What follows belongs to an exercise in optimizing a design on an open flow for small area, a short achievable clock period and few clock cycles per item; a production flow would make more cautious choices. At most, simulation tests tie the RTL to the original design; equivalence was not proved. No functional check of the RTL was part of runs 1 to 5. Power is estimated from default activity; no workload was simulated.

**flow/flow/run.sh**
```bash
#!/bin/bash
# Standard layout, with plain buffers on the ports instead of the delay
# cells the port buffering picks by default.
set -euo pipefail
bash standard.sh BUFFER_PORTS_ARGS="-buffer_cell sky130_fd_sc_hd__buf_1" finish > standard.log 2>&1
```
**flow/standard.sh**
```bash
#!/bin/bash
# synth_recipe.tcl (not shown) runs the flow's synth.tcl, then flattens the netlist and writes it again
# the make line also repeats each setting of config.mk as NAME=value (left out here)
make -C /OpenROAD-flow-scripts/flow DESIGN_CONFIG=/design/flow/config.mk WORK_HOME=/design/flow/orfs CLKGATE_MAP_FILE= SYNTH_SCRIPT=/design/flow/synth_recipe.tcl "${@:-finish}"
```
**flow/config.mk**
```make
export PLATFORM = sky130hd
export DESIGN_NAME = fp_add_top
export DESIGN_NICKNAME = fp_add_top
export VERILOG_FILES = /design/flow/design.v
export SDC_FILE = /design/flow/constraint.sdc
export NUM_CORES = 4
export LEC_CHECK = 0
export ABC_AREA = 1
export CAP_MARGIN = 20
export CORE_MARGIN = 2
export CORE_UTILIZATION = 40
export SETUP_SLACK_MARGIN = 1.0
export SLEW_MARGIN = 20
```
**flow/constraint.sdc**
```tcl
create_clock -name core_clock -period 6.0 [get_ports {sys_clk}]
set_input_delay 1.2000 -clock core_clock [delete_from_list [all_inputs] [get_ports {sys_clk}]]
set_output_delay 1.2000 -clock core_clock [all_outputs]
set_load 0.01 [all_outputs]
```
**flow/design.v**
```verilog
`timescale 1ns/1ps
module fp_prefix_add #(
    parameter int W = 28
) (
    input  logic [W-1:0] a,
    input  logic [W-1:0] b,
    input  logic         cin,
    output logic [W-1:0] s
);
    localparam int L = $clog2(W);
    logic [W-1:0] p, g, gg, gp;
    assign p = a ^ b;
    assign g = a & b;
    always_comb begin
        gg    = g;
        gp    = p;
        gg[0] = g[0] | (p[0] & cin);
        for (int l = 0; l < L; l++) begin
            for (int i = 0; i < W; i++) begin
                if (i[l]) begin
                    gg[i] = gg[i] | (gp[i] & gg[((i >> l) << l) - 1]);
                    gp[i] = gp[i] & gp[((i >> l) << l) - 1];
                end
            end
        end
    end
    assign s = p ^ {gg[W-2:0], cin};
endmodule
module fp_prefix_and #(
    parameter int W = 24
) (
    input  logic [W-1:0] a,
    output logic [W-1:0] y
);
    localparam int L = $clog2(W);
    always_comb begin
        y = a;
        for (int l = 0; l < L; l++) begin
            for (int i = 0; i < W; i++) begin
                if (i[l]) begin
                    y[i] = y[i] & y[((i >> l) << l) - 1];
                end
            end
        end
    end
endmodule
`timescale 1ns/1ps
module fp_add_stage1 (
    input  logic [31:0] a,
    input  logic [31:0] b,
    input  logic        op,
    output logic [24:0] x,         
    output logic [27:0] y,         
    output logic [7:0]  e,
    output logic        sub,
    output logic        s,
    output logic        inf,
    output logic        nan
);
    logic [7:0]  ea, eb;
    logic [22:0] fa, fb;
    logic        sa, sb;
    logic        za, zb;
    logic [23:0] ma, mb;
    logic        maxa, maxb;
    logic        nan_a, nan_b, inf_a, inf_b;
    logic        a_lt;
    logic [8:0]  dab, dba;
    logic [7:0]  shift;
    logic [23:0] big_m;
    logic [23:0] small_m;
    logic [25:0] y_sh;
    logic [23:0] lost;
    logic        sticky;
    logic        far;
    assign sa = a[31];
    assign sb = b[31] ^ op;
    assign ea = a[30:23];
    assign eb = b[30:23];
    assign fa = a[22:0];
    assign fb = b[22:0];
    assign za = (ea == 8'd0);
    assign zb = (eb == 8'd0);
    assign ma = za ? 24'd0 : {1'b1, fa};
    assign mb = zb ? 24'd0 : {1'b1, fb};
    assign maxa  = (ea == 8'hFF);
    assign maxb  = (eb == 8'hFF);
    assign nan_a = maxa & (fa != 23'd0);
    assign nan_b = maxb & (fb != 23'd0);
    assign inf_a = maxa & (fa == 23'd0);
    assign inf_b = maxb & (fb == 23'd0);
    assign sub  = sa ^ sb;
    assign a_lt = {ea, fa} < {eb, fb};
    assign nan = nan_a | nan_b | (inf_a & inf_b & sub);
    assign inf = inf_a | inf_b;
    assign s   = inf ? (inf_a ? sa : sb) : (a_lt ? sb : sa);
    assign dab   = {1'b0, ea} - {1'b0, eb};
    assign dba   = {1'b0, eb} - {1'b0, ea};
    assign shift = dab[8] ? dba[7:0] : dab[7:0];
    assign big_m   = a_lt ? mb : ma;
    assign small_m = a_lt ? ma : mb;
    assign e       = a_lt ? eb : ea;
    assign far = shift[7:5] != 3'd0;
    always_comb begin
        for (int j = 0; j < 24; j++) begin
            lost[j] = far | (shift[4:0] > 5'(j + 2));
        end
    end
    assign y_sh   = far ? 26'd0 : ({small_m, 2'b00} >> shift[4:0]);
    assign sticky = |(small_m & lost);
    assign x = sub ? {big_m, 1'b0} : {1'b0, big_m};
    assign y = sub ? ~{y_sh, sticky, 1'b0} : {1'b0, y_sh, sticky};
endmodule
`timescale 1ns/1ps
module fp_add_stage2 (
    input  logic [24:0] x,
    input  logic [27:0] y,
    input  logic [7:0]  e,
    input  logic        sub,
    input  logic        s,
    input  logic        inf,
    input  logic        nan,
    output logic [31:0] result
);
    logic [27:0] sum;
    logic        top;              
    logic        rnd_t, rnd_u;     
    logic [24:0] ones;             
    logic [23:0] inc_t, inc_u;     
    logic        cy_t, cy_u;       
    logic [22:0] f_frac;
    logic        f_cy;
    logic [9:0]  f_exp;
    logic        f_ovf, f_unf;
    logic        near;
    logic [4:0]  lz;
    logic [25:0] n_sh;
    logic [9:0]  n_exp;
    fp_prefix_add #(.W(28)) u_add (
        .a   ({x, 3'b000}),
        .b   (y),
        .cin (sub),
        .s   (sum)
    );
    assign top   = sum[27];
    assign rnd_t = sum[3] & (sum[4] | sum[2] | sum[1] | sum[0]);
    assign rnd_u = sum[2] & (sum[3] | sum[1] | sum[0]);
    logic [23:0] ones4;            
    fp_prefix_and #(.W(24)) u_ones (
        .a (sum[27:4]),
        .y (ones4)
    );
    assign ones[0] = sum[3];
    assign ones[24:1] = ones4 & {24{sum[3]}};
    always_comb begin
        inc_t[0] = sum[4] ^ rnd_t;
        inc_u[0] = sum[3] ^ rnd_u;
        for (int k = 1; k < 24; k++) begin
            inc_t[k] = sum[k+4] ^ (rnd_t & ones4[k-1]);
            inc_u[k] = sum[k+3] ^ (rnd_u & ones[k-1]);
        end
    end
    assign cy_t = rnd_t & ones4[23];
    assign cy_u = rnd_u & ones[23];
    assign f_frac = top ? inc_t[22:0] : inc_u[22:0];
    assign f_cy   = top ? cy_t : cy_u;
    logic [9:0] eb0, eb1, eb2;
    logic [2:0] ov, un;
    assign eb0 = {2'b00, e} - {9'd0, sub};
    assign eb1 = eb0 + 10'd1;
    assign eb2 = eb0 + 10'd2;
    assign ov  = {eb2 >= 10'd255, eb1 >= 10'd255, eb0 >= 10'd255};
    assign un  = {eb2 == 10'd0, eb1 == 10'd0, (eb0 == 10'd0) | eb0[9]};
    always_comb begin
        case ({top, f_cy})
            2'b00:   begin f_exp = eb0; f_ovf = ov[0]; f_unf = un[0]; end
            2'b11:   begin f_exp = eb2; f_ovf = ov[2]; f_unf = un[2]; end
            default: begin f_exp = eb1; f_ovf = ov[1]; f_unf = un[1]; end
        endcase
    end
    assign near = ~(sum[27] | sum[26]);
    logic [31:0] lz_in;
    logic [15:0] v1;
    logic [7:0]  v2;
    logic [3:0]  v3;
    logic [1:0]  v4;
    logic [15:0] z1;
    logic [15:0] z2;
    logic [11:0] z3;
    logic [7:0]  z4;
    assign lz_in = {sum[25:0], 6'b111111};
    always_comb begin
        for (int g = 0; g < 16; g++) begin
            v1[g] = lz_in[2*g+1] | lz_in[2*g];
            z1[g] = ~lz_in[2*g+1];
        end
        for (int g = 0; g < 8; g++) begin
            v2[g]          = v1[2*g+1] | v1[2*g];
            z2[2*g+1]      = ~v1[2*g+1];
            z2[2*g]        = v1[2*g+1] ? z1[2*g+1] : z1[2*g];
        end
        for (int g = 0; g < 4; g++) begin
            v3[g]          = v2[2*g+1] | v2[2*g];
            z3[3*g+2]      = ~v2[2*g+1];
            z3[3*g+:2]     = v2[2*g+1] ? z2[4*g+2+:2] : z2[4*g+:2];
        end
        for (int g = 0; g < 2; g++) begin
            v4[g]          = v3[2*g+1] | v3[2*g];
            z4[4*g+3]      = ~v3[2*g+1];
            z4[4*g+:3]     = v3[2*g+1] ? z3[6*g+3+:3] : z3[6*g+:3];
        end
        lz = v4[1] ? {1'b0, z4[7:4]} : {1'b1, z4[3:0]};
    end
    assign n_sh  = sum[25:0] << lz;
    assign n_exp = {2'b00, e} - 10'd2 - {5'd0, lz};
    always_comb begin
        if (nan) begin
            result = 32'hFFFF_FFFF;
        end else if (inf) begin
            result = {s, 8'hFF, 23'd0};
        end else if (near) begin
            if (sum[25:0] == 26'd0) begin
                result = 32'd0;
            end else if (n_exp[9] | (n_exp[7:0] == 8'd0)) begin
                result = {s, 31'd0};
            end else begin
                result = {s, n_exp[7:0], n_sh[24:2]};
            end
        end else if (f_ovf) begin
            result = {s, 8'hFF, 23'd0};
        end else if (f_unf) begin
            result = {s, 31'd0};
        end else begin
            result = {s, f_exp[7:0], f_frac};
        end
    end
endmodule
`timescale 1ns/1ps
module fp_add_top (
    input  logic        sys_clk,
    input  logic        sys_rst_n,
    input  logic [31:0] data1_in,
    input  logic [31:0] data2_in,
    input  logic        op,
    input  logic        trig,
    output logic [31:0] data_out,
    output logic        vld
);
    logic        busy;
    logic        accept;
    logic [24:0] x_d, x_q;         
    logic [27:0] y_d, y_q;         
    logic [7:0]  e_d, e_q;         
    logic        sub_d, sub_q;     
    logic        s_d, s_q;         
    logic        inf_d, inf_q;     
    logic        nan_d, nan_q;     
    logic [31:0] result;
    assign accept = trig & ~busy;
    fp_add_stage1 u_s1 (
        .a   (data1_in),
        .b   (data2_in),
        .op  (op),
        .x   (x_d),
        .y   (y_d),
        .e   (e_d),
        .sub (sub_d),
        .s   (s_d),
        .inf (inf_d),
        .nan (nan_d)
    );
    always_ff @(posedge sys_clk) begin
        x_q   <= x_d;
        y_q   <= y_d;
        e_q   <= e_d;
        sub_q <= sub_d;
        s_q   <= s_d;
        inf_q <= inf_d;
        nan_q <= nan_d;
    end
    fp_add_stage2 u_s2 (
        .x      (x_q),
        .y      (y_q),
        .e      (e_q),
        .sub    (sub_q),
        .s      (s_q),
        .inf    (inf_q),
        .nan    (nan_q),
        .result (result)
    );
    always_ff @(posedge sys_clk or negedge sys_rst_n) begin
        if (!sys_rst_n) begin
            busy     <= 1'b0;
            vld      <= 1'b0;
            data_out <= '0;
        end else begin
            busy <= accept;
            vld  <= busy;
            if (busy) begin
                data_out <= result;
            end
        end
    end
endmodule
```
==> results of run 1 <==
==> stage by stage <==
stage | area, µm² | total power (W) | std cells
final | 14400 | 0.00712 | 2765
after CTS | 14000 | 0.00684 | 2743
after floorplan | 12900 | 0.00484 | 2273
after global routing | 14400 | 0.00787 | 2765
after global placement | 13600 | 0.00613 | 2720
after detailed placement | 13600 | 0.00616 | 2720
==> cells in the mapped netlist (27+ instances only) <==
| library cell | instances | area, µm² |
|---|---|---|
| sky130_fd_sc_hd__o21ai_0 | 155 | 776 |
| sky130_fd_sc_hd__inv_1 | 267 | 1000 |
| sky130_fd_sc_hd__clkbuf_1 | 62 | 233 |
| sky130_fd_sc_hd__nand3_1 | 300 | 1500 |
| sky130_fd_sc_hd__dfxtp_1 | 65 | 1300 |
| sky130_fd_sc_hd__nand4_1 | 41 | 257 |
| sky130_fd_sc_hd__nor3_1 | 27 | 135 |
| sky130_fd_sc_hd__ha_1 | 82 | 1030 |
| sky130_fd_sc_hd__nand2_1 | 670 | 2510 |
| sky130_fd_sc_hd__dfrtp_1 | 34 | 851 |
| sky130_fd_sc_hd__nor2_1 | 188 | 706 |
| sky130_fd_sc_hd__xor2_1 | 32 | 280 |
| sky130_fd_sc_hd__a21oi_1 | 112 | 561 |
==> sequential cells by signal (all words and copies together), names as in the netlist <==
name,count
data_out,32
y_q,28
x_q,25
e_q,8
busy,1
inf_q,1
nan_q,1
s_q,1
sub_q,1
vld,1
==> layout make-up <==
cell class                      count  area (µm²)  share of cell area [%]
Timing Repair Buffer              151         788                    5.46
Timing Repair inverter              1        7.51                  0.0520
Sequential cell                    99        2150                    14.9
Clock buffer                       10         239                    1.66
Tap cell                          402         503                    3.48
Inverter                          284        1080                    7.45
Multi-Input combinational cell   1812        9620                    66.6
Clock inverter                      6        53.8                   0.373
==> power by group <==
part | switching, W | internal (W) | total [W]
sequential | 0.000107 | 0.000858 | 0.000965
combinational | 0.00377 | 0.00181 | 0.00558
clock | 0.000277 | 0.000302 | 0.000579
total | 0.00415 | 0.00297 | 0.00712
==> critical path: cells and delay by family, from the launching register on <==
kind | cells | cell delay, ns
xor gates and xnor gates | 1 | 0.18
AOI/OAI and AO/OA | 1 | 0.07
DFF | 1 | 0.34
and+or+nand+nor | 19 | 2.21
adders and majority gates | 4 | 1.24
buffers and inverters | 6 | 0.57
==> logic make-up after synthesis <==
group                      after synthesis  share of synthesized area, %
AOI/OAI and AO/OA                      358                          15.3
xor gates and xnor gates                43                          2.98
adders and majority gates               87                          8.74
buffers and inverters                  368                          11.2
DFF                                     99                          16.7
muxes                                    3                         0.233
and+or+nand+nor                       1315                          44.8
==> timing repair <==
action / 4_1_cts / 5_1_grt
hold buffers: 0 / 0
setup buffers: 5 / 17
pin swaps: 4 / 15
gates cloned: 2 / 5
resized for setup: 14 / 57
endpoints found under the setup margin: 33 / 49
==> worst paths after layout <==
| path | slack [ns] | from | to | cells past startpoint |
|---|---|---|---|---|
| max in group asynchronous | 4.56 | sys_rst_n | data_out[16]$_DFFE_PN0P_ | 1 |
| setup reg to reg | 1.22 | x_q[4]$_DFF_P_ | data_out[22]$_DFFE_PN0P_ | 31 |
| hold / removal | 0.50 | data_out[30]$_DFFE_PN0P_ | data_out[30]$_DFFE_PN0P_ | 2 |
| setup / recovery | 1.22 | x_q[4]$_DFF_P_ | data_out[22]$_DFFE_PN0P_ | 31 |
| hold reg to reg | 0.50 | data_out[30]$_DFFE_PN0P_ | data_out[30]$_DFFE_PN0P_ | 2 |
| min in group asynchronous | 0.92 | sys_rst_n | data_out[25]$_DFFE_PN0P_ | 1 |
==> routing by layer <==
| metal | wire length [µm] | part of all wire, % | track usage (%) |
|---|---|---|---|
| met1 | 19800 | 43 | 33.8 |
| met2 | 21600 | 47 | 46.1 |
| met3 | 2470 | 5.3 | 2.99 |
| met4 | 2380 | 5.1 | 12.7 |
| met5 | 0 | 0 | 0 |
==> impl_results.md, run 1 <==
- Run status: complete, no violations
- Min cycle time layout: 4.78 ns
- Die span in y: 183 µm
- Post-synth EDFFs: 0
- HPWL after detailed placement: ~37,000 µm
- Synthesis warning total: 5
- Total Routing Usage GR: 26.9%
- Most common cell after layout, fill and taps aside: sky130_fd_sc_hd__nand2_1
- Peak supply drop: approximately 0.2 mV
- Unrepaired setup endpoints after global routing: no
- # clock sinks: 99
- Reported leakage power: approximately 7.3 nW
- Peak Freq: 209 MHz
- Number of antenna violations at the first check in global routing: 0
- Residual DRC count: 0
- Transition time at the pin with the least slew margin: 0.896 ns
- Global-route wire length before repair: 72,900 µm
- Worst Path Arrival: approximately 5.0 ns
- Portion of the post-synthesis area used by sequential elements: 16.7%
- Std-Cell Rows: 65
- Clock transition at the register clock pins on the worst setup and hold paths after CTS: 0.07 ns
- CP max FO: 9
- Width of the die: about 180 µm
- Wirelength per Cell: 16.7 µm
- Remaining number of nets flagged by the antenna check after routing: 0
- Syn Nets: about 2,400
- CTS tree: done
- Diodes inserted: 0
- Flip-flop and latch count after synthesis: 99
- Count of nets after finishing: 2,513
- Core utilization of the finished layout: 45.6%
- Worst slew margin relative to its limit: about 40%
- Critical path data required time: around 6.2 ns
- Maximum number of pins on one net before global-route repair: 61
- Core area: about 32,000 µm²
- Via count of the first global-routing pass: 14,175
- Commonest register cell after synthesis: sky130_fd_sc_hd__dfxtp_1
- Max clock buf depth: 2
- TritonCTS Buffers: 9
- Post-Syn Instances: 2,273
- Wire length after detailed routing: between 40,000 and 50,000 µm
- IO Port Bufs: 100
- Count of cell types in the netlist: 56
- Area of the mapped netlist: 12,900 µm²
- Fin Hold WS: 0.499 ns
- Final clock period utilization by the worst path: approximately four fifths
- Area delta synth->final: 12.0%
- CTS root buf: sky130_fd_sc_hd__clkbuf_16
- Per-instance average area after synthesis: 5.67 µm²
- Sum of negative setup slack: 0 ns
- Count of pins over their slew limit: 0
- Global route total overflow: 0
- Share of synthesized flip-flops with an asynchronous set or reset: 34.3%
- Class of the most critical hold timing path: reg2reg
- Overall die area: 33,700 µm²
- Post-Place Worst Slack: 0.438 ns
- Count of routing violations after the opening detailed-route iteration: approximately 1,300
- Kind of start point of the critical path: register
- Slowest cell on crit path: sky130_fd_sc_hd__fa_2
- Most frequent cells in the layout: sky130_fd_sc_hd__nand2_1 (660), sky130_fd_sc_hd__nand3_1 (298), sky130_fd_sc_hd__inv_1 (260)
- Pwr Density: between 400 and 500 nW/µm²
- Top-level port count: slightly above 100
- Final-report setup violation count: 0
- Crit path capture type: register
- Worst-case setup margin in the final layout: 1.22 ns
- Max stage delay on crit path: 0.41 ns
- Share of final-layout standard cells stronger than drive strength 1: approximately 8.3%
- Overall via count from detail_route: 15,400
- Worst Skew: 0.00808 ns
- Effective utilization at floorplan: 40.7%
- Routability-driven placement congestion ratio: between 0.9 and 1
- DR vias/cell: 5.57
- Number of fillers in the final layout: 3,490
- Number of max-cap violations: 0
- Final hold viol count: 0
- Worst setup path category: reg2reg
- Clk Latency, worst-skew pair: 0.36 ns
- DR pass1 iterations: 6
- H-tree levels: 3
==> inputs of run 2 (changes only) <==
--- a/flow/config.mk
+++ b/flow/config.mk
@@ -8,6 +8,5 @@
 export ABC_AREA = 1
 export CAP_MARGIN = 20
 export CORE_MARGIN = 2
-export CORE_UTILIZATION = 40
-export SETUP_SLACK_MARGIN = 1.0
+export CORE_UTILIZATION = 65
 export SLEW_MARGIN = 20
==> impl_results.md, run 2 <==
- Run status: complete, no violations
- Reported leakage power: 7.08 nW
- Most common cell after layout, fill and taps aside: sky130_fd_sc_hd__nand2_1
- # clock sinks: between 90 and 100
- Count of pins over their slew limit: 0
- Share of synthesized flip-flops with an asynchronous set or reset: between 30% and 40%
- Count of cells resized by post-cts repair: 0
- Fin Hold WS: 0.518 ns
- Number of max-cap violations: 0
- Min cycle time layout: 5.50 ns
- Effective utilization at floorplan: 66.2%
- Global route total overflow: 0
- Sum of negative setup slack: 0 ns
- Count of nets after finishing: between 2,000 and 2,500
- H-tree levels: 3
- Biggest regs: data_out: 32 flops, y_q: 28 flops, x_q: 25 flops
- Unrepaired setup endpoints after global routing: no
- Per-instance average area after synthesis: between 5 and 6 µm²
- Slowest cell on crit path: sky130_fd_sc_hd__fa_1
- CTS tree: done
- Synthesis warning total: 5
- Hold Crit Depth: 2
- Most area-consuming cells after synthesis: sky130_fd_sc_hd__nand2_1 (20%), sky130_fd_sc_hd__nand3_1 (12%), sky130_fd_sc_hd__dfxtp_1 (10%)
- Transition time at the pin with the least slew margin: 1.08 ns
- Worst setup path category: reg2reg
- Overall die area: 21,000 µm²
- CTS root buf: sky130_fd_sc_hd__clkbuf_16
- Most flop-heavy register: data_out
- Most area-hungry cell type in the Yosys netlist: sky130_fd_sc_hd__nand2_1
- Peak supply drop: around 0.27 mV
- Critical path data required time: between 6 and 7 ns
- Register-to-register path setup slack: 0.50 ns
- Pwr Density: slightly above 500 nW/µm²
- Wirelength per Cell: 16.4 µm
- Instance count on the critical path: 30
- Worst Skew: 0.0136 ns
- Die span in y: ~140 µm
- Fraction of synthesized cell area taken by the top area cell type: between 10% and 20%
- Total Routing Usage GR: 40.4%
- Worst r2r path cells: 30
- Buffer count from post-CTS setup fixing: 0
- DR vias/cell: 6.04
- CP max FO: 24
- Std-Cell Rows: 51
- Class of the most critical hold timing path: reg2reg
- HPWL after detailed placement: 33,900 µm
- Final-report setup violation count: 0
- Area of the mapped netlist: 12,900 µm²
- Most common cell type on the critical path: sky130_fd_sc_hd__nand2_1
- Most used standard cells in the synthesized netlist: sky130_fd_sc_hd__nand2_1 (670), sky130_fd_sc_hd__nand3_1 (300), sky130_fd_sc_hd__inv_1 (267)
- Area delta synth->final: 6.66%
- Cell with the most instances after synthesis: sky130_fd_sc_hd__nand2_1
- Worst slew margin relative to its limit: between 20 and 30%
- Max stage delay on crit path: 0.42 ns
- Global-route wire length before repair: 68,300 µm
- Commonest register cell after synthesis: sky130_fd_sc_hd__dfxtp_1
- Portion of the post-synthesis area used by sequential elements: 16.7%
- Flip-flop and latch count after synthesis: 99
- Top-level port count: 101
- Number of fillers in the final layout: 1,807
- Via count of the first global-routing pass: 14,246
- Worst Path Arrival: 5.74 ns
- Width of the die: 145 µm
- Clock transition at the register clock pins on the worst setup and hold paths after CTS: roughly 0.080 ns
- Buf/Inv on CP: 4
- Residual DRC count: 0
- Post-Syn Instances: 2,273
- Remaining number of nets flagged by the antenna check after routing: 0
- Post-synth EDFFs: 0
- Crit path capture type: register
- Overall via count from detail_route: 15,672
- Most frequent cells in the layout: sky130_fd_sc_hd__nand2_1 (669), sky130_fd_sc_hd__nand3_1 (300), sky130_fd_sc_hd__inv_1 (267)
- IO Port Bufs: 100
- Routability-driven placement congestion ratio: between 1 and 1.5
- TritonCTS Buffers: 9
- Syn Nets: roughly 2,400
- Design Power: 0.00692 W
- Final clock period utilization by the worst path: about nine tenths
- Non-Filler Cell Area, Final: 13,700 µm²
- Kind of start point of the critical path: register
- Cell area after placement: approximately 13,000 µm²
- Core area: around 20,000 µm²
- Number of flip-flops in the largest register: 32
- Max clock buf depth: 2
- Core utilization of the finished layout: 70.6%
- Number of antenna violations at the first check in global routing: 0
- DR pass1 iterations: 8
- Count of cell types in the netlist: 56
- Final hold viol count: 0
- Share of final-layout standard cells stronger than drive strength 1: 5.07%
- Maximum number of pins on one net before global-route repair: 57
- Peak Freq: 182 MHz
- Cell family contributing the most delay on the critical path: simple AND/OR/NAND/NOR gates
- Clk Latency, worst-skew pair: 0.36 ns
- Diodes inserted: 0
- Wire length after detailed routing: 42,500 µm
- CTS Hold Bufs: 0
- Count of routing violations after the opening detailed-route iteration: roughly 1,800
[run 2: path summary, 6_finish.rpt]
kind | to | from
worst max-delay path | data_out[12]$_DFFE_PN0P_ | x_q[6]$_DFF_P_
worst min-delay path | data_out[30]$_DFFE_PN0P_ | data_out[30]$_DFFE_PN0P_
worst max register to register | data_out[12]$_DFFE_PN0P_ | x_q[6]$_DFF_P_
worst min register to register | data_out[30]$_DFFE_PN0P_ | data_out[30]$_DFFE_PN0P_
max in group asynchronous | data_out[0]$_DFFE_PN0P_ | sys_rst_n
min in group asynchronous | data_out[25]$_DFFE_PN0P_ | sys_rst_n
[run 2: kinds of logic (layout without fill, tap and decap cells)]
group                    Yosys count  in the layout  synth area share, %
multiplexers                       3              3                0.233
buffers and inverters            368            423                 11.2
XOR/XNOR                          43             43                 2.98
adder cells (fa/ha/maj)           87             87                 8.74
AO/OA/AOI/OAI                    358            358                 15.3
flip-flops                        99             99                 16.7
AND/OR/NAND/NOR                 1315           1315                 44.8
[run 2: report_power, final]
part	internal, W	switching, W
logic	0.00168	0.00371
clock network	0.000292	0.000286
registers	0.000857	0.000105
[run 2: worst min-delay path: stages, from the launching register on]
cell	delay, ns
sky130_fd_sc_hd__dfrtp_1	0.36
sky130_fd_sc_hd__o22ai_1	0.08
sky130_fd_sc_hd__inv_1	0.05
[run 2: layout make-up]
class                   instances  area [µm²]  share of cell area, %
repair buffers                123         582                   4.23
well taps                     265         332                   2.41
inverters                     284        1070                   7.76
clock inverters                 7        67.6                  0.492
clock buffers                   9         225                   1.64
multi-input cells            1806        9320                   67.8
flip-flops and latches         99        2150                   15.7
[run 2: routing by layer]
layer,track usage (%),share of wire (%),vias to the layer above
met5,0,0,-
met4,22.1,5.7,0
met3,6.02,8.5,189
met2,69.0,47,864
met1,48.8,39,7046
li1,-,-,7573
[run 2: per-stage QoR]
step,setup slack [ns],std cells
after floorplan,1.49,2273
after detailed placement,0.380,2576
final,0.499,2593
after CTS,0.363,2592
after global placement,0.533,2576
after global routing,0.0320,2593
==> inputs of run 3 (changes only) <==
--- a/flow/config.mk
+++ b/flow/config.mk
@@ -8,5 +8,6 @@
 export ABC_AREA = 1
 export CAP_MARGIN = 20
 export CORE_MARGIN = 2
-export CORE_UTILIZATION = 65
+export CORE_UTILIZATION = 40
+export SETUP_SLACK_MARGIN = 1.5
 export SLEW_MARGIN = 20
==> impl_results.md, run 3 <==
- Switching component of the power: 0.00449 W
- Internal Power: 0.00324 W
- Final clock period utilization by the worst path: around three quarters
- Worst reg2reg path endpoint: data_out[18]$_DFFE_PN0P_
- Routed met3 length: 3020 µm
- Flip-flop and latch count after synthesis: 99
- # clock sinks: 99
- Non-filler cells, final: between 2,000 and 3,000
- Hold Crit Start: data_out[29]$_DFFE_PN0P_
- Most frequent cells in the layout: sky130_fd_sc_hd__nand2_1 (646), sky130_fd_sc_hd__nand3_1 (275), sky130_fd_sc_hd__inv_1 (247)
- Run status: complete, no violations
- Residual DRC count: 0
- Area delta synth->final: 19.9%
- Max clock buf depth: 2
- Area of the mapped netlist: 12,900 µm²
- Post-synth EDFFs: 0
- Peak Freq: about 230 MHz
- Clock transition at the register clock pins on the worst setup and hold paths after CTS: around 0.07 ns
- Post-placement cell count: 2,718
- Count of nets after finishing: roughly 2,600
- Routability-driven placement congestion ratio: approximately 0.97
- Adder and majority cell fraction of the synthesized area: roughly 8.7%
- Proportion of synthesized area in mux cells: less than 1%
- Worst Skew: 0.0107 ns
- Std-Cell Rows: 65
- H-tree levels: 3
- Basic-gate share of the synthesized area counting and, or, nand and nor cells: between 40% and 50%
- DR pass1 iterations: 6
- Fraction of synthesized cell area taken by the top area cell type: 19.5%
- Share of total power in combinational logic: 80.0%
- Max Used Layer: met5
- Share of synthesized flip-flops with an asynchronous set or reset: 34.3%
- Core area: 31,600 µm²
- Portion of the post-synthesis area used by sequential elements: between 10% and 20%
- Pwr Density: 501 nW/µm²
- Worst Path Arrival: between 4 and 5 ns
- CTS Hold Bufs: 0
- Buf/Inv on CP: 6
- Min cycle time layout: ~4.4 ns
- Sum of negative setup slack: 0 ns
- Number of antenna violations at the first check in global routing: 0
- Remaining number of nets flagged by the antenna check after routing: 0
- Effective utilization at floorplan: 40.7%
- Most used standard cells in the synthesized netlist: sky130_fd_sc_hd__nand2_1 (670), sky130_fd_sc_hd__nand3_1 (300), sky130_fd_sc_hd__inv_1 (267)
- Diodes inserted: 0
- Register-to-register path setup slack: 1.56 ns
- Transition time at the pin with the least slew margin: 1.01 ns
- Net switching share of the total power: 58.1%
- Worst setup path category: reg2reg
- Crit path capture type: register
- CTS root buf: sky130_fd_sc_hd__clkbuf_16
- Max stage delay on crit path: 0.37 ns
- Hold Crit Depth: 2
- Register share of total power: 12.6%
- Core utilization of the finished layout: 48.8%
- Xor/xnor share of the synthesized area: 2.98%
- Post-Syn Instances: around 2,300
- Top-level port count: 101
- CP max FO: 6
- Overall die area: 33,700 µm²
- Share of final-layout standard cells stronger than drive strength 1: 14.2%
- Wirelength per Cell: 17.0 µm
- Count of pins over their slew limit: 0
- DR vias/cell: approximately 5.6
- IO Port Bufs: 100
- HPWL after detailed placement: 36,400 µm
- Count of routing violations after the opening detailed-route iteration: about 1,400
- Critical path data required time: 6.24 ns
- Class of the most critical hold timing path: reg2reg
- Global route total overflow: 0
- Endpoint with the worst hold slack: data_out[29]$_DFFE_PN0P_
- Die span in y: 183 µm
- Final-report setup violation count: 0
- Worst slew margin relative to its limit: 32.4%
- Number of flip-flops in the largest register: 32
- Wl on met1: 20,100 µm
- Cell family contributing the most delay on the critical path: simple AND/OR/NAND/NOR gates
- Number of fillers in the final layout: 3,390
- Synthesized-area fraction occupied by ao, oa, aoi and oai cells: 15.3%
- Syn Nets: 2,428
- Peak supply drop: ~0.21 mV
- Via count of the first global-routing pass: 14,352
- Kind of start point of the critical path: register
- Total Routing Usage GR: 27.4%
- Reported leakage power: 7.54 nW
- Number of max-cap violations: 0
- Width of the die: 183 µm
- Most area-consuming cells after synthesis: sky130_fd_sc_hd__nand2_1 (20%), sky130_fd_sc_hd__nand3_1 (12%), sky130_fd_sc_hd__dfxtp_1 (10%)
- Reg-to-reg startpoint: x_q[12]$_DFF_P_
- Most area-hungry cell type in the Yosys netlist: sky130_fd_sc_hd__nand2_1
- Worst r2r path cells: 31
- Global-route wire length before repair: between 70,000 and 80,000 µm
- Most flop-heavy register: data_out
- Biggest regs: data_out: 32 flops, y_q: 28 flops, x_q: 25 flops
- Clk Latency, worst-skew pair: 0.36 ns
- TritonCTS Buffers: 9
- Met2 Routed Length: 22,300 µm
- Dominant combinational cell family by area after synthesis: simple AND/OR/NAND/NOR gates
- Most common cell after layout, fill and taps aside: sky130_fd_sc_hd__nand2_1
- Unrepaired setup endpoints after global routing: yes
- CTS tree: done
- Cell with the most instances after synthesis: sky130_fd_sc_hd__nand2_1
- Part of the power in the clock network: 7.4%
- Count of cell types in the netlist: between 50 and 60
- Final hold viol count: 0
- Wire length after detailed routing: 47,700 µm
- Synthesis warning total: 5
- Maximum number of pins on one net before global-route repair: 61
- Commonest register cell after synthesis: sky130_fd_sc_hd__dfxtp_1
- Slowest cell on crit path: sky130_fd_sc_hd__dfxtp_1
- Per-instance average area after synthesis: 5.67 µm²
- Overall via count from detail_route: around 16,000
## run 3: worst reg2reg max path: cells and delay by family, from the launching register on
family	cells	cell delay (ns)
and+or+nand+nor	18	1.87
AOI/OAI and AO/OA	2	0.26
buffers and inverters	6	0.58
DFF	1	0.37
adders and majority gates	4	1.01
xor gates and xnor gates	1	0.23
## run 3: per-stage QoR
| stage | hold slack (ns) | total power (W) | area (µm²) | worst slack (ns) |
|---|---|---|---|---|
| floorplan | 0.352 | 0.00485 | 12900 | 1.57 |
| global placement | 0.503 | 0.00622 | 13600 | 0.612 |
| detailed placement | 0.505 | 0.00623 | 13600 | 0.527 |
| CTS | 0.523 | 0.00711 | 14500 | 1.49 |
| global route | 0.535 | 0.00844 | 15400 | 1.29 |
| finish | 0.516 | 0.00774 | 15400 | 1.56 |
## run 3: power by group through the flow
| stage | clock [W] | sequential [W] | combinational [W] |
|---|---|---|---|
| after global placement | 0 | 0.000968 | 0.00525 |
| final | 0.000573 | 0.000975 | 0.00619 |
| after floorplan | 0 | 0.00100 | 0.00385 |
| after CTS | 0.000582 | 0.000966 | 0.00556 |
| after detailed placement | 0 | 0.000973 | 0.00526 |
| after global routing | 0.000610 | 0.000995 | 0.00683 |
## run 3: worst max path at each step
stage	cells after the start	slack, ns	end	startpoint
global route	31	1.29	data_out[18]$_DFFE_PN0P_	x_q[10]$_DFF_P_
CTS	26	1.49	data_out[16]$_DFFE_PN0P_	sub_q$_DFF_P_
global placement	22	0.61	y_q[0]$_SDFF_PN1_	data1_in[28]
finish	31	1.56	data_out[18]$_DFFE_PN0P_	x_q[12]$_DFF_P_
floorplan	31	1.57	data_out[0]$_DFFE_PN0P_	x_q[6]$_DFF_P_
detailed placement	30	0.53	data_out[29]$_DFFE_PN0P_	x_q[6]$_DFF_P_
## run 3: kinds of logic (layout without fill, tap and decap cells)
kind of cell / count (synthesis) / after routing
flops: 99 / 99
fa+ha+maj: 87 / 87
buf+inv: 368 / 490
compound gates: 358 / 359
mux: 3 / 3
xor+xnor: 43 / 43
simple gates: 1315 / 1319
## run 3: timing repair
item                       CTS  global route
resized for setup           82           173
gates cloned                 5             4
setup endpoints to repair   50            54
pin swaps                   29            76
setup buffers               23            36
## run 3: layout make-up
class / instances / area (µm²) / area share [%]
clock buffer: 9 / 225 / 1.46
clock inverter: 7 / 61.3 / 0.397
inverter: 284 / 1110 / 7.18
multi-input combinational: 1811 / 10200 / 66.2
sequential: 99 / 2160 / 14.0
tap: 402 / 503 / 3.26
timing repair buffer: 186 / 1150 / 7.42
timing repair inverter: 4 / 25.0 / 0.162
## run 3: metal layers
layer | vias up | GRT usage (%)
li1 | 7723 | -
met1 | 7162 | 34.4
met2 | 593 | 45.7
met3 | 111 | 4.36
met4 | 2 | 13.1
met5 | - | 0
==> inputs of run 4 (changes only) <==
--- a/flow/config.mk
+++ b/flow/config.mk
@@ -9,5 +9,5 @@
 export CAP_MARGIN = 20
 export CORE_MARGIN = 2
 export CORE_UTILIZATION = 40
-export SETUP_SLACK_MARGIN = 1.5
+export SETUP_SLACK_MARGIN = 2.0
 export SLEW_MARGIN = 20
==> impl_results.md, run 4 <==
- Run status: complete, no violations
- CTS tree: done
- Clock transition at the register clock pins on the worst setup and hold paths after CTS: 0.08 ns
- H-tree levels: 3
- Area delta synth->final: 30.5%
- Slowest cell on crit path: sky130_fd_sc_hd__fa_2
- Critical path data required time: 6.24 ns
- Most common cell after layout, fill and taps aside: sky130_fd_sc_hd__nand2_1
- Top-level port count: 101
- Worst setup path category: reg2reg
- Count of cell types in the netlist: 56
- Area of the multi-input gates: 10,900 µm²
- DR pass1 iterations: 7
- Commonest register cell after synthesis: sky130_fd_sc_hd__dfxtp_1
- Peak Freq: ~230 MHz
- Transition time at the pin with the least slew margin: 0.973 ns
- Number of flip-flops in the largest register: 32
- Wire length after detailed routing: between 50,000 and 60,000 µm
- Final hold viol count: 0
- Diodes inserted: 0
- Area of the mapped netlist: between 10,000 and 15,000 µm²
- Final clock period utilization by the worst path: 71.8%
- HPWL after detailed placement: 37,500 µm
- Sum of negative setup slack: 0 ns
- Most area-consuming cells after synthesis: sky130_fd_sc_hd__nand2_1 (20%), sky130_fd_sc_hd__nand3_1 (12%), sky130_fd_sc_hd__dfxtp_1 (10%)
- Effective utilization at floorplan: 40.7%
- Flip-flop and latch count after synthesis: 99
- Global route total overflow: 0
- TritonCTS Buffers: 9
- Max clock buf depth: 2
- Post-Place Worst Slack: between 0.6 and 0.7 ns
- DR vias/cell: 5.66
- Count of pins over their slew limit: 0
- Reported leakage power: 8.06 nW
- Worst-case setup margin in the final layout: 1.69 ns
- Number of fillers in the final layout: 3,239
- Most frequent cells in the layout: sky130_fd_sc_hd__nand2_1 (603), sky130_fd_sc_hd__nand3_1 (260), sky130_fd_sc_hd__inv_1 (228)
- Cell family contributing the most delay on the critical path: simple AND/OR/NAND/NOR gates
- Share of final-layout standard cells stronger than drive strength 1: 23.0%
- Via count of the first global-routing pass: around 15,000
- Min cycle time layout: 4.31 ns
- Share of synthesized flip-flops with an asynchronous set or reset: 34.3%
- Worst slew margin relative to its limit: 35.2%
- CTS root buf: sky130_fd_sc_hd__clkbuf_16
- Clk Latency, worst-skew pair: roughly 0.37 ns
- CP max FO: 6
- Fraction of synthesized cell area taken by the top area cell type: 19.5%
- Register-to-register path setup slack: between 1.5 and 2 ns
- Worst Skew: 0.0133 ns
- Worst Path Arrival: 4.55 ns
- Wirelength per Cell: 17.7 µm
- Max stage delay on crit path: 0.43 ns
- Routability-driven placement congestion ratio: around 0.98
- Synthesis warning total: 5
- Biggest regs: data_out: 32 flops, y_q: 28 flops, x_q: 25 flops
- # clock sinks: 99
- Maximum number of pins on one net before global-route repair: 47
- Count of routing violations after the opening detailed-route iteration: about 1,800
- Portion of the post-synthesis area used by sequential elements: ~17%
- Final-report setup violation count: 0
- Number of max-cap violations: 0
- Global-route wire length before repair: 79,300 µm
- Die span in y: 183 µm
- Overall via count from detail_route: between 15,000 and 20,000
- Crit path capture type: register
- Post-Syn Instances: ~2,300
- Std-Cell Rows: 65
- Remaining number of nets flagged by the antenna check after routing: 0
- Residual DRC count: 0
- Kind of start point of the critical path: register
- Pwr Density: 488 nW/µm²
- Post-synth EDFFs: 0
- Most used standard cells in the synthesized netlist: sky130_fd_sc_hd__nand2_1 (670), sky130_fd_sc_hd__nand3_1 (300), sky130_fd_sc_hd__inv_1 (267)
- Syn Nets: 2,428
- Design Power: between 0.008 and 0.009 W
- Peak supply drop: 0.197 mV
- Register cell area after layout: 2160 µm²
- Width of the die: 183 µm
- Core area: 31,600 µm²
- Unrepaired setup endpoints after global routing: yes
- Total Routing Usage GR: 29.6%
- Per-instance average area after synthesis: 5.67 µm²
- Cell with the most instances after synthesis: sky130_fd_sc_hd__nand2_1
- Overall die area: 33,700 µm²
- IO Port Bufs: 100
- Number of antenna violations at the first check in global routing: 0
- Buf/Inv on CP: 6
- Most area-hungry cell type in the Yosys netlist: sky130_fd_sc_hd__nand2_1
- Class of the most critical hold timing path: reg2reg
- Count of nets after finishing: 2,610
- Most flop-heavy register: data_out
==> run 4: cell types whose count changed in the layout (fill, tap and decap cells not counted), sizes merged, moves of 2 or more <==
cell      delta
bufbuf       +2
buf         +52
clkinvlp     -4
clkbuf       +5
bufinv       +2
==> run 4: report_power, final <==
group | switching (W) | internal [W] | leakage (nW)
logic | 0.00427 | 0.00232 | 6.98
registers | 0.000122 | 0.000861 | 0.924
clock network | 0.000298 | 0.000335 | 0.155
==> run 4: final cells by class <==
class                           instances  share of cell area, %
Tap cell                              402                   2.99
Clock inverter                          7                  0.551
Sequential cell                        99                   12.9
Clock buffer                            9                   1.34
Timing Repair inverter                  3                  0.134
Multi-Input combinational cell       1813                   65.0
Inverter                              284                   6.78
Timing Repair Buffer                  245                   10.3
==> run 4: final timing paths <==
kind	startpoint	endpoint	cells past startpoint
max in group asynchronous	sys_rst_n	busy$_DFF_PN0_	1
min	data_out[6]$_DFFE_PN0P_	data_out[6]$_DFFE_PN0P_	2
min in group asynchronous	sys_rst_n	data_out[4]$_DFFE_PN0P_	1
min reg2reg	data_out[6]$_DFFE_PN0P_	data_out[6]$_DFFE_PN0P_	2
max	x_q[7]$_DFF_P_	data_out[21]$_DFFE_PN0P_	31
max reg2reg	x_q[7]$_DFF_P_	data_out[21]$_DFFE_PN0P_	31
==> run 4: cells by family (layout without fill, tap and decap cells) <==
kind of cell	after synthesis	count (layout)	share of synthesized area [%]
AO/OA/AOI/OAI	358	360	15.3
XOR/XNOR	43	43	2.98
adder cells (fa/ha/maj)	87	87	8.74
buffers and inverters	368	548	11.2
flip-flops	99	99	16.7
multiplexers	3	3	0.233
AND/OR/NAND/NOR	1315	1320	44.8
==> run 4: worst register-to-register path: cells and delay by family (launching register included) <==
family / cells / cell delay [ns]
XOR/XNOR: 1 / 0.16
AO/OA/AOI/OAI: 2 / 0.27
buffers and inverters: 6 / 0.47
flip-flops: 1 / 0.37
adder cells (fa/ha/maj): 4 / 1.01
AND/OR/NAND/NOR: 18 / 1.93
==> run 4: metrics by stage <==
| stage | cell area [µm²] | std cells | util, % | hold WS (ns) |
|---|---|---|---|---|
| 2_1_floorplan | 13100 | 2273 | - | 0.352 |
| 3_3_place_gp | 13800 | 2713 | 43.5 | 0.498 |
| 3_5_place_dp | 13800 | 2713 | 43.5 | 0.508 |
| 4_1_cts | 15600 | 2803 | 49.5 | 0.525 |
| 5_1_grt | 16800 | 2862 | 53.2 | 0.547 |
| 6_report | 16800 | 2862 | 53.2 | 0.515 |
==> run 4: layer usage <==
metal | share of wire [%] | wire, µm | global-route usage, % | vias up
met1 | 44 | 22200 | 41.1 | 7493
met2 | 44 | 22400 | 46.3 | 727
met3 | 9.1 | 4590 | 5.53 | 111
li1 | - | - | - | 7869
met4 | 2.9 | 1460 | 9.18 | 0
met5 | 0 | 0 | 0 | -
==> run 4: what timing repair did <==
action	CTS	global route
hold buffers	0	0
pin swaps	80	101
setup buffers	63	57
gates cloned	11	2
setup endpoints to repair	84	66
gates resized for setup	246	210
==> inputs of run 5 (changes only) <==
--- a/flow/config.mk
+++ b/flow/config.mk
@@ -9,5 +9,5 @@
 export CAP_MARGIN = 20
 export CORE_MARGIN = 2
 export CORE_UTILIZATION = 40
-export SETUP_SLACK_MARGIN = 2.0
+export SETUP_SLACK_MARGIN = 1.25
 export SLEW_MARGIN = 20
==> impl_results.md, run 5 <==
- CTS Hold Bufs: 0
- Kind of start point of the critical path: primary input
- Number of antenna violations at the first check in global routing: 0
- Max clock buf depth: 2
- Count of pins over their slew limit: 0
- Buf/Inv on CP: 6
- Via count of the first global-routing pass: around 14,000
- Max stage delay on crit path: 0.38 ns
- Fin Hold WS: 0.500 ns
- Worst Path Arrival: 4.89 ns
- Count of routing violations after the opening detailed-route iteration: 1,231
- Design Power: 0.00741 W
- Worst slew margin relative to its limit: approximately two fifths
- Post-synth EDFFs: 0
- Peak supply drop: around 0.20 mV
- Number of max-cap violations: 0
- Wirelength per Cell: 17.0 µm
- Cell family contributing the most delay on the critical path: simple AND/OR/NAND/NOR gates
- Final hold viol count: 0
- Maximum number of pins on one net before global-route repair: 61
- Synthesis warning total: 5
- CP max FO: 17
- Min cycle time layout: 4.60 ns
- Most area-hungry cell type in the Yosys netlist: sky130_fd_sc_hd__nand2_1
- Commonest register cell after synthesis: sky130_fd_sc_hd__dfxtp_1
- Die span in y: 183 µm
- Number of flip-flops in the largest register: 32
- Fraction of synthesized cell area taken by the top area cell type: 19.5%
- Most area-consuming cells after synthesis: sky130_fd_sc_hd__nand2_1 (20%), sky130_fd_sc_hd__nand3_1 (12%), sky130_fd_sc_hd__dfxtp_1 (10%)
- Per-instance average area after synthesis: 5.67 µm²
- Portion of the post-synthesis area used by sequential elements: 16.7%
- # clock sinks: 99
- Diodes inserted: 0
- Core area: roughly 32,000 µm²
- Clock transition at the register clock pins on the worst setup and hold paths after CTS: 0.07 ns
- Residual DRC count: 0
- Count of nets after finishing: roughly 2,500
- Most common cell after layout, fill and taps aside: sky130_fd_sc_hd__nand2_1
- Most frequent cells in the layout: sky130_fd_sc_hd__nand2_1 (652), sky130_fd_sc_hd__nand3_1 (289), sky130_fd_sc_hd__inv_1 (255)
- Cell with the most instances after synthesis: sky130_fd_sc_hd__nand2_1
- Transition time at the pin with the least slew margin: 0.909 ns
- Cells along the critical path: buf_1, inv_1, ha_1, inv_1, nor3_4, nand2_1, nand2_2, inv_1, or2_2, o211ai_1, xnor2_1, nand2_1, nor2_2, buf_6, nand2_4, inv_2, o21ai_0, nand3_1, nand2_1, nor2_1, nand2_1, nor2_2, nand3_1, nand2_1
- Area delta synth->final: 15.4%
- Final clock period utilization by the worst path: 76.6%
- Top-level port count: between 100 and 150
- Reported leakage power: 7.33 nW
- Clk Latency, worst-skew pair: ~0.37 ns
- Number of fillers in the final layout: 3,432
- Share of synthesized flip-flops with an asynchronous set or reset: 34.3%
- Wire length after detailed routing: 47,200 µm
- Pwr Density: ~500 nW/µm²
- Total Routing Usage GR: 27.1%
- Crit path capture type: register
- IO Port Bufs: 100
- Core utilization of the finished layout: 47.0%
- Syn Nets: between 2,000 and 2,500
- Run status: complete, no violations
- Global-route wire length before repair: 73,300 µm
- Effective utilization at floorplan: 40.7%
- Biggest regs: data_out: 32 flops, y_q: 28 flops, x_q: 25 flops
- Most common cell type on the critical path: sky130_fd_sc_hd__nand2_1
- CTS root buf: sky130_fd_sc_hd__clkbuf_16
- Width of the die: between 150 and 200 µm
- Std-Cell Rows: 65
- Critical path data required time: 6.30 ns
- Slowest cell on crit path: sky130_fd_sc_hd__ha_1
- DR pass1 iterations: 6
- Count of cell types in the netlist: 56
- DR vias/cell: 5.57
- HPWL after detailed placement: between 30,000 and 40,000 µm
- Overall die area: 33,700 µm²
- TritonCTS Buffers: 9
- Most flop-heavy register: data_out
- H-tree levels: 3
- Share of final-layout standard cells stronger than drive strength 1: 10.9%
- Worst setup path category: in2reg
- Global route total overflow: 0
- Post-Syn Instances: 2,273
- Final-report setup violation count: 0
- Flip-flop and latch count after synthesis: 99
- Remaining number of nets flagged by the antenna check after routing: 0
- Peak Freq: around 220 MHz
- CTS tree: done
- Sum of negative setup slack: 0 ns
- Most used standard cells in the synthesized netlist: sky130_fd_sc_hd__nand2_1 (670), sky130_fd_sc_hd__nand3_1 (300), sky130_fd_sc_hd__inv_1 (267)
- Overall via count from detail_route: 15,440
- Worst Skew: 0.0119 ns
- Area of the mapped netlist: 12,900 µm²
- Routability-driven placement congestion ratio: 0.977
- Unrepaired setup endpoints after global routing: yes
- Class of the most critical hold timing path: reg2reg
==> run 5: cell counts after synthesis <==
Identical to the previous run, type by type.
==> run 5: per-layer routing <==
| layer | track usage (%) | vias to the layer above | wire length, µm |
|---|---|---|---|
| li1 | - | 7672 | - |
| met5 | 0 | - | 0 |
| met3 | 2.93 | 132 | 2460 |
| met2 | 46.6 | 540 | 22200 |
| met1 | 33.9 | 7096 | 20000 |
| met4 | 13.0 | 0 | 2580 |
==> run 5: cell type report <==
class	instances	area, µm²	area share, %
Clock inverter	6	53.8	0.362
Sequential cell	99	2160	14.5
Clock buffer	10	239	1.61
Timing Repair inverter	1	7.51	0.0505
Timing Repair Buffer	159	880	5.92
Inverter	284	1080	7.24
Multi-Input combinational cell	1813	9950	66.9
Tap cell	402	503	3.38
==> run 5: worst min-delay path: stages, from the launching register on <==
cell,delay [ns]
sky130_fd_sc_hd__dfrtp_1,0.35
sky130_fd_sc_hd__o22ai_1,0.07
sky130_fd_sc_hd__inv_1,0.04
==> run 5: worst paths after layout <==
path / start / end / slack [ns] / depth (start not counted)
max in group asynchronous: sys_rst_n / data_out[18]$_DFFE_PN0P_ / 4.55 / 1
min reg2reg: data_out[30]$_DFFE_PN0P_ / data_out[30]$_DFFE_PN0P_ / 0.50 / 2
min in group asynchronous: sys_rst_n / data_out[25]$_DFFE_PN0P_ / 0.92 / 1
min: data_out[30]$_DFFE_PN0P_ / data_out[30]$_DFFE_PN0P_ / 0.50 / 2
max: data1_in[29] / y_q[1]$_DFF_P_ / 1.40 / 24
max reg2reg: sub_q$_DFF_P_ / data_out[17]$_DFFE_PN0P_ / 1.41 / 32
==> run 5: timing repair <==
item                                    4_1_cts  5_1_grt
resized for setup                            43      108
cloned                                        4        4
pin swaps                                    12       43
endpoints found under the setup margin       35       54
buffers inserted                             11       19
==> run 5: kinds of logic after synthesis <==
family / synth area share (%)
buffers and inverters: 11.2
multiplexers: 0.233
AND/OR/NAND/NOR: 44.8
flip-flops: 16.7
XOR/XNOR: 2.98
adder cells (fa/ha/maj): 8.74
AO/OA/AOI/OAI: 15.3
==> run 5: where the power goes <==
part,internal [W],leakage (nW),switching (W)
registers,0.000860,0.924,0.000120
clock network,0.000302,0.144,0.000281
logic,0.00195,6.26,0.00389
total,0.00312,7.33,0.00429
==> run 5: metrics by stage <==
| step | worst slack, ns | instances | cell area, µm² |
|---|---|---|---|
| final | 1.40 | 2774 | 14900 |
| after global routing | 1.19 | 2774 | 14900 |
| after CTS | 1.25 | 2751 | 14200 |
| after detailed placement | 0.438 | 2720 | 13600 |
| after global placement | 0.436 | 2720 | 13600 |
| after floorplan | 1.49 | 2273 | 12900 |
==> inputs of run 6 (changes only) <==
--- a/flow/design.v
+++ b/flow/design.v
@@ -1,13 +1,13 @@
 `timescale 1ns/1ps
 module fp_prefix_add #(
-    parameter int W = 28
+    parameter int W = 28,
+    parameter int L = 5            
 ) (
     input  logic [W-1:0] a,
     input  logic [W-1:0] b,
     input  logic         cin,
     output logic [W-1:0] s
 );
-    localparam int L = $clog2(W);
     logic [W-1:0] p, g, gg, gp;
     assign p = a ^ b;
     assign g = a & b;
@@ -27,12 +27,12 @@
     assign s = p ^ {gg[W-2:0], cin};
 endmodule
 module fp_prefix_and #(
-    parameter int W = 24
+    parameter int W = 24,
+    parameter int L = 5            
 ) (
     input  logic [W-1:0] a,
     output logic [W-1:0] y
 );
-    localparam int L = $clog2(W);
     always_comb begin
         y = a;
         for (int l = 0; l < L; l++) begin
--- a/flow/config.mk
+++ b/flow/config.mk
@@ -5,9 +5,9 @@
 export SDC_FILE = /design/flow/constraint.sdc
 export NUM_CORES = 4
 export LEC_CHECK = 0
-export ABC_AREA = 1
+export ABC_AREA = 0
 export CAP_MARGIN = 20
 export CORE_MARGIN = 2
 export CORE_UTILIZATION = 40
-export SETUP_SLACK_MARGIN = 1.25
+export SETUP_SLACK_MARGIN = 1.5
 export SLEW_MARGIN = 20
==> impl_results.md, run 6 <==
- Run status: complete, no violations
- DR vias/cell: 6.32
- Number of antenna violations at the first check in global routing: 0
- Overall die area: approximately 34,000 µm²
- Share of synthesized flip-flops with an asynchronous set or reset: 34.3%
- Worst-case setup margin in the final layout: around 0.84 ns
- Kind of start point of the critical path: register
- Count of routing violations after the opening detailed-route iteration: 1,437
- Die span in y: 185 µm
- Most common cell after layout, fill and taps aside: sky130_fd_sc_hd__buf_4
- Total Routing Usage GR: 29.3%
- DR pass1 iterations: 6
- Max clock buf depth: 2
- HPWL after detailed placement: 38,200 µm
- TritonCTS Buffers: 9
- Most flop-heavy register: data_out
- Non-Filler Cell Area, Final: 17,700 µm²
- Wirelength per Cell: 21.7 µm
- Top-level port count: about 100
- CP max FO: 6
- Count of pins over their slew limit: 0
- Slowest cell on crit path: sky130_fd_sc_hd__or3b_4
- Remaining number of nets flagged by the antenna check after routing: 0
- Residual DRC count: 0
- Number of fillers in the final layout: 3,044
- Worst setup path category: reg2reg
- Area delta synth->final: 34.8%
- Portion of the post-synthesis area used by sequential elements: around 16%
- Reg-to-reg startpoint: sub_q$_DFF_P_
- CTS root buf: sky130_fd_sc_hd__clkbuf_16
- Fraction of synthesized cell area taken by the top area cell type: 9.89%
- # clock sinks: 99
- Most frequent cells in the layout: sky130_fd_sc_hd__buf_4 (183), sky130_fd_sc_hd__nand2_1 (144), sky130_fd_sc_hd__nor2_1 (143)
- Clock transition at the register clock pins on the worst setup and hold paths after CTS: 0.09 ns
- Worst Skew: 0.0181 ns
- Core area: 32,500 µm²
- H-tree levels: 3
- Count of nets after finishing: 2,124
- Unrepaired setup endpoints after global routing: yes
- Transition time at the pin with the least slew margin: 0.970 ns
- Clk Latency, worst-skew pair: about 0.37 ns
- Hold Crit Start: data_out[26]$_DFFE_PN0P_
- Final clock period utilization by the worst path: 86.0%
- Pwr Density: 483 nW/µm²
- Synthesis warning total: 5
- Met3 Usage GRT: 2.44%
- Met2 Resource Use GR: 49.9%
- Area of the mapped netlist: 13,200 µm²
- Most area-hungry cell type in the Yosys netlist: sky130_fd_sc_hd__dfxtp_1
- Syn Nets: 1,901
- CTS tree: done
- CTS Hold Bufs: 0
- Wire length after detailed routing: between 50,000 and 60,000 µm
- Most used standard cells in the synthesized netlist: sky130_fd_sc_hd__nor2_1 (159), sky130_fd_sc_hd__nand2_1 (153), sky130_fd_sc_hd__a21oi_1 (96), sky130_fd_sc_hd__o21ai_0 (96), sky130_fd_sc_hd__mux2i_1 (91)
- Crit path capture type: register
- Diodes inserted: 0
- Register cell area after layout: 2160 µm²
- Area of the multi-input gates: 12,000 µm²
- Post-placement cell count: 2,244
- Effective utilization at floorplan: between 40% and 50%
- Critical path data required time: about 6.3 ns
- Width of the die: 185 µm
- Per-instance average area after synthesis: ~7.5 µm²
- Flip-flop and latch count after synthesis: 99
- Global-route wire length before repair: 79,500 µm
- Class of the most critical hold timing path: reg2reg
- Most area-consuming cells after synthesis: sky130_fd_sc_hd__dfxtp_1 (9.9%), sky130_fd_sc_hd__ha_1 (7.8%), sky130_fd_sc_hd__mux2i_1 (6.9%)
- Reported leakage power: 6.95 nW
- Peak Freq: 194 MHz
- Via count of the first global-routing pass: 14,102
- Cell area after placement: 14,600 µm²
- Maximum number of pins on one net before global-route repair: 44
- IO Port Bufs: 100
- Peak supply drop: 0.220 mV
- Post-Syn Instances: 1,746
- Commonest register cell after synthesis: sky130_fd_sc_hd__dfxtp_1
- Min cycle time layout: 5.16 ns
- Cell family contributing the most delay on the critical path: compound AO/OA/AOI/OAI gates
- Sum of negative setup slack: 0 ns
- Biggest regs: data_out: 32 flops, y_q: 28 flops, x_q: 25 flops
- Most congested layer reported by global routing: met2
- Cell with the most instances after synthesis: sky130_fd_sc_hd__nor2_1
- Buf/Inv on CP: 7
- Final hold viol count: 0
- Met1 capacity usage during global routing: 38.0%
- Number of max-cap violations: 0
- Share of final-layout standard cells stronger than drive strength 1: about 30%
- Overall via count from detail_route: 15,270
- Worst Path Arrival: between 5 and 6 ns
- Final-report setup violation count: 0
- Number of flip-flops in the largest register: 32
- Count of cell types in the netlist: 105
- Timing startpoint of the critical path: sub_q$_DFF_P_
- Design Power: between 0.008 and 0.009 W
- Std-Cell Rows: 66
- Post-synth EDFFs: 0
- Max stage delay on crit path: 0.37 ns
- Routability-driven placement congestion ratio: 0.961
- Non-filler cells, final: 2,416
- Post-Place Worst Slack: 0.262 ns
- Worst slew margin relative to its limit: 35.2%
- Global route total overflow: 0
run 6: logic make-up after synthesis:
logic type	synth area share [%]
xor+xnor	4.33
fa+ha+maj	8.64
compound gates	30.7
mux	11.6
buf+inv	5.74
flops	16.4
simple gates	22.6
run 6: power breakdown:
part           internal, W  switching [W]
Sequential        0.000857       0.000126
Clock             0.000302       0.000298
Combinational      0.00285        0.00414
Total              0.00401        0.00456
run 6: metal layers:
| layer | routed length, µm | vias to the layer above |
|---|---|---|
| met2 | 25300 | 701 |
| met1 | 22100 | 7345 |
| met3 | 2940 | 132 |
| met4 | 2060 | 0 |
| li1 | - | 7092 |
| met5 | 0 | - |
run 6: cell type report:
type | count | area share [%]
Multi-Input combinational cell | 1456 | 67.9
Timing Repair Buffer | 321 | 13.3
Sequential cell | 99 | 12.2
Tap cell | 442 | 3.12
Inverter | 82 | 1.88
Clock buffer | 10 | 1.35
Clock inverter | 6 | 0.317
run 6: worst paths after layout:
kind                                       endpoint  cells past startpoint  slack (ns)
setup / recovery            data_out[1]$_DFFE_PN0P_                     27        0.84
hold / removal             data_out[26]$_DFFE_PN0P_                      1        0.49
setup reg to reg            data_out[1]$_DFFE_PN0P_                     27        0.84
hold reg to reg            data_out[26]$_DFFE_PN0P_                      1        0.49
max in group asynchronous   data_out[7]$_DFFE_PN0P_                      1        4.56
min in group asynchronous  data_out[26]$_DFFE_PN0P_                      1        0.91
run 6: repair_timing:
action	in CTS	in global routing
pin swaps	68	78
gates cloned	1	3
setup endpoints to repair	58	52
gates resized for setup	158	210
setup buffers	88	64
run 6: metrics by stage:
stage	utilization (%)	hold WS (ns)
finish	54.7	0.490
global route	54.7	0.512
CTS	50.1	0.497
detailed placement	44.9	0.478
global placement	44.9	0.463
floorplan	-	0.420
Testbench counts of run 6, summed over its fixed seeds: cycles 16,000, items 8,000.
==> inputs of run 7 (changes only) <==
--- a/flow/config.mk
+++ b/flow/config.mk
@@ -5,7 +5,7 @@
 export SDC_FILE = /design/flow/constraint.sdc
 export NUM_CORES = 4
 export LEC_CHECK = 0
-export ABC_AREA = 0
+export ABC_AREA = 1
 export CAP_MARGIN = 20
 export CORE_MARGIN = 2
 export CORE_UTILIZATION = 40
==> impl_results.md, run 7 <==
- Routability-driven placement congestion ratio: slightly below 1
- Buf/Inv on CP: 6
- Width of the die: 183 µm
- Number of flip-flops in the largest register: 32
- Die span in y: 183 µm
- Portion of the post-synthesis area used by sequential elements: 16.7%
- Reported leakage power: 7.54 nW
- Worst-case setup margin in the final layout: 1.56 ns
- Most used standard cells in the synthesized netlist: sky130_fd_sc_hd__nand2_1 (670), sky130_fd_sc_hd__nand3_1 (300), sky130_fd_sc_hd__inv_1 (267)
- Worst Path Arrival: about 4.7 ns
- Area of the mapped netlist: about 13,000 µm²
- Slowest cell on crit path: sky130_fd_sc_hd__dfxtp_1
- Post-Place Worst Slack: about 0.53 ns
- Unrepaired setup endpoints after global routing: yes
- Final clock period utilization by the worst path: 74.0%
- Clock transition at the register clock pins on the worst setup and hold paths after CTS: about 0.07 ns
- Kind of start point of the critical path: register
- CTS tree: done
- Share of synthesized flip-flops with an asynchronous set or reset: 34.3%
- Cell family contributing the most delay on the critical path: simple AND/OR/NAND/NOR gates
- Number of max-cap violations: 0
- Post-synth EDFFs: 0
- Design Power: 0.00774 W
- Overall die area: 33,700 µm²
- Class of the most critical hold timing path: reg2reg
- CTS root buf: sky130_fd_sc_hd__clkbuf_16
- Via count of the first global-routing pass: ~14,000
- Overall via count from detail_route: 15,591
- Effective utilization at floorplan: 40.7%
- Sum of negative setup slack: 0 ns
- DR pass1 iterations: 6
- Most common cell after layout, fill and taps aside: sky130_fd_sc_hd__nand2_1
- # clock sinks: 99
- Critical path data required time: around 6.2 ns
- Max clock buf depth: 2
- Number of antenna violations at the first check in global routing: 0
- IO Port Bufs: 100
- Global route total overflow: 0
- CP max FO: 6
- Syn Nets: 2,428
- Biggest regs: data_out: 32 flops, y_q: 28 flops, x_q: 25 flops
- Post-Syn Instances: 2,273
- Worst Skew: between 0.01 and 0.015 ns
- Register-to-register path setup slack: around 1.6 ns
- CTS Hold Bufs: 0
- Peak supply drop: approximately 0.21 mV
- Total Routing Usage GR: 27.4%
- Crit path capture type: register
- Synthesis warning total: 5
- Count of cell types in the netlist: 56
- H-tree levels: 3
- Core area: 31,600 µm²
- Worst setup path category: reg2reg
- Global-route wire length before repair: 74,000 µm
- Count of nets after finishing: 2,550
- Max stage delay on crit path: 0.37 ns
- DR vias/cell: around 5.6
- Most area-hungry cell type in the Yosys netlist: sky130_fd_sc_hd__nand2_1
- Top-level port count: 101
- Commonest register cell after synthesis: sky130_fd_sc_hd__dfxtp_1
- Wire length after detailed routing: roughly 48,000 µm
- Count of pins over their slew limit: 0
- Count of routing violations after the opening detailed-route iteration: 1,409
- HPWL after detailed placement: 36,400 µm
- Non-filler cells, final: 2,802
- Maximum number of pins on one net before global-route repair: 61
- Wirelength per Cell: between 15 and 20 µm
- Residual DRC count: 0
- Number of fillers in the final layout: 3,390
- Pwr Density: 501 nW/µm²
- Most flop-heavy register: data_out
- Peak Freq: 225 MHz
- Diodes inserted: 0
- Per-instance average area after synthesis: about 5.7 µm²
- Share of final-layout standard cells stronger than drive strength 1: about 14%
- Flip-flop and latch count after synthesis: 99
- Most area-consuming cells after synthesis: sky130_fd_sc_hd__nand2_1 (20%), sky130_fd_sc_hd__nand3_1 (12%), sky130_fd_sc_hd__dfxtp_1 (10%)
- Area delta synth->final: 19.9%
- Std-Cell Rows: 65
- Post-placement cell count: 2,718
- TritonCTS Buffers: 9
- Final-report setup violation count: 0
- Transition time at the pin with the least slew margin: around 1.0 ns
- Run status: complete, no violations
- Core utilization of the finished layout: around half
- Cell with the most instances after synthesis: sky130_fd_sc_hd__nand2_1
- Clk Latency, worst-skew pair: 0.36 ns
- Min cycle time layout: 4.44 ns
- Most frequent cells in the layout: sky130_fd_sc_hd__nand2_1 (646), sky130_fd_sc_hd__nand3_1 (275), sky130_fd_sc_hd__inv_1 (247)
- Worst slew margin relative to its limit: 32.4%
- Fraction of synthesized cell area taken by the top area cell type: slightly below 20%
- Remaining number of nets flagged by the antenna check after routing: 0
- Final hold viol count: 0
-- run 7: kinds of logic after synthesis --
group / Yosys count / share of synthesized area, %
AND/OR/NAND/NOR: 1315 / 44.8
adder cells (fa/ha/maj): 87 / 8.74
AO/OA/AOI/OAI: 358 / 15.3
buffers and inverters: 368 / 11.2
flip-flops: 99 / 16.7
multiplexers: 3 / 0.233
XOR/XNOR: 43 / 2.98
-- run 7: repair_timing --
item                       CTS  global route
cloned                       5             4
buffers inserted            23            36
hold endpoints to repair     0             0
pin swaps                   29            76
resized for setup           82           173
setup endpoints to repair   50            54
-- run 7: stage by stage --
stage | hold WS [ns] | cell area [µm²]
3_3_place_gp | 0.503 | 13600
2_1_floorplan | 0.352 | 12900
4_1_cts | 0.523 | 14500
3_5_place_dp | 0.505 | 13600
6_report | 0.516 | 15400
5_1_grt | 0.535 | 15400
-- run 7: worst min-delay path, stage by stage (launching register included) --
cell and delay (ns):
sky130_fd_sc_hd__dfrtp_1 0.34, sky130_fd_sc_hd__nor2_1 0.05, sky130_fd_sc_hd__a21oi_2 0.09
-- run 7: worst paths after layout --
path / from / depth (start not counted) / endpoint
max in group asynchronous: sys_rst_n / 1 / data_out[2]$_DFFE_PN0P_
setup / recovery: x_q[12]$_DFF_P_ / 31 / data_out[18]$_DFFE_PN0P_
hold / removal: data_out[29]$_DFFE_PN0P_ / 2 / data_out[29]$_DFFE_PN0P_
hold reg to reg: data_out[29]$_DFFE_PN0P_ / 2 / data_out[29]$_DFFE_PN0P_
min in group asynchronous: sys_rst_n / 1 / data_out[30]$_DFFE_PN0P_
setup reg to reg: x_q[12]$_DFF_P_ / 31 / data_out[18]$_DFFE_PN0P_
-- run 7: per-layer routing --
layer	up-vias	part of all wire (%)	GRT usage, %
met5	-	0.025	0
met4	2	4.6	13.1
met3	111	6.3	4.36
met2	593	47	45.7
met1	7162	42	34.4
li1	7723	-	-
-- run 7: cell type report --
cell class	instances	area [µm²]	share of cell area (%)
tap	402	503	3.26
timing repair inverter	4	25.0	0.162
timing repair buffer	186	1150	7.42
clock buffer	9	225	1.46
clock inverter	7	61.3	0.397
sequential	99	2160	14.0
multi-input combinational	1811	10200	66.2
inverter	284	1110	7.18
-- run 7: where the power goes --
group | switching, W | internal [W] | leakage [nW]
registers | 0.000116 | 0.000859 | 0.925
logic | 0.00409 | 0.00209 | 6.48
clock network | 0.000284 | 0.000289 | 0.136
total | 0.00449 | 0.00324 | 7.54

re-timing with driven ports:
The flow's constraints put no driver on any port. The routed layouts listed below were extracted and timed again, unchanged, in two steps.
Step 1, drivers: a clkbuf_16 drives sys_clk and a buf_2 each remaining input, both assumed.
Step 2 also shifts input and output timing later by t, the mid clock arrival at the registers, as if the neighbouring blocks saw the same clock.
Three values: no drivers, after step 1, after step 2; two values: the first two.
| run | t (ns) | slack for setup (ns) | slew at the worst register clock pin (ns) |
|---|---|---|---|
| run 1 | 0.404 | 1.224 / 1.224 / 0.869 | 0.07 / 0.07 |
| run 2 | 0.403 | 0.499 / 0.499 / 0.499 | 0.08 / 0.08 |
| run 3 | 0.407 | 1.558 / 1.558 / 1.300 | 0.08 / 0.08 |
| run 4 | 0.410 | 1.692 / 1.692 / 1.664 | 0.08 / 0.08 |
| run 5 | 0.407 | 1.402 / 1.415 / 1.020 | 0.08 / 0.08 |
| run 6 | 0.410 | 0.840 / 0.840 / 0.840 | 0.09 / 0.09 |
| run 7 | 0.407 | 1.558 / 1.558 / 1.300 | 0.08 / 0.08 |
After both steps every run listed still meets setup and hold. The setup slack of run 5, which loses most, moves by +0.013 ns with the drivers and by -0.382 ns with both steps.
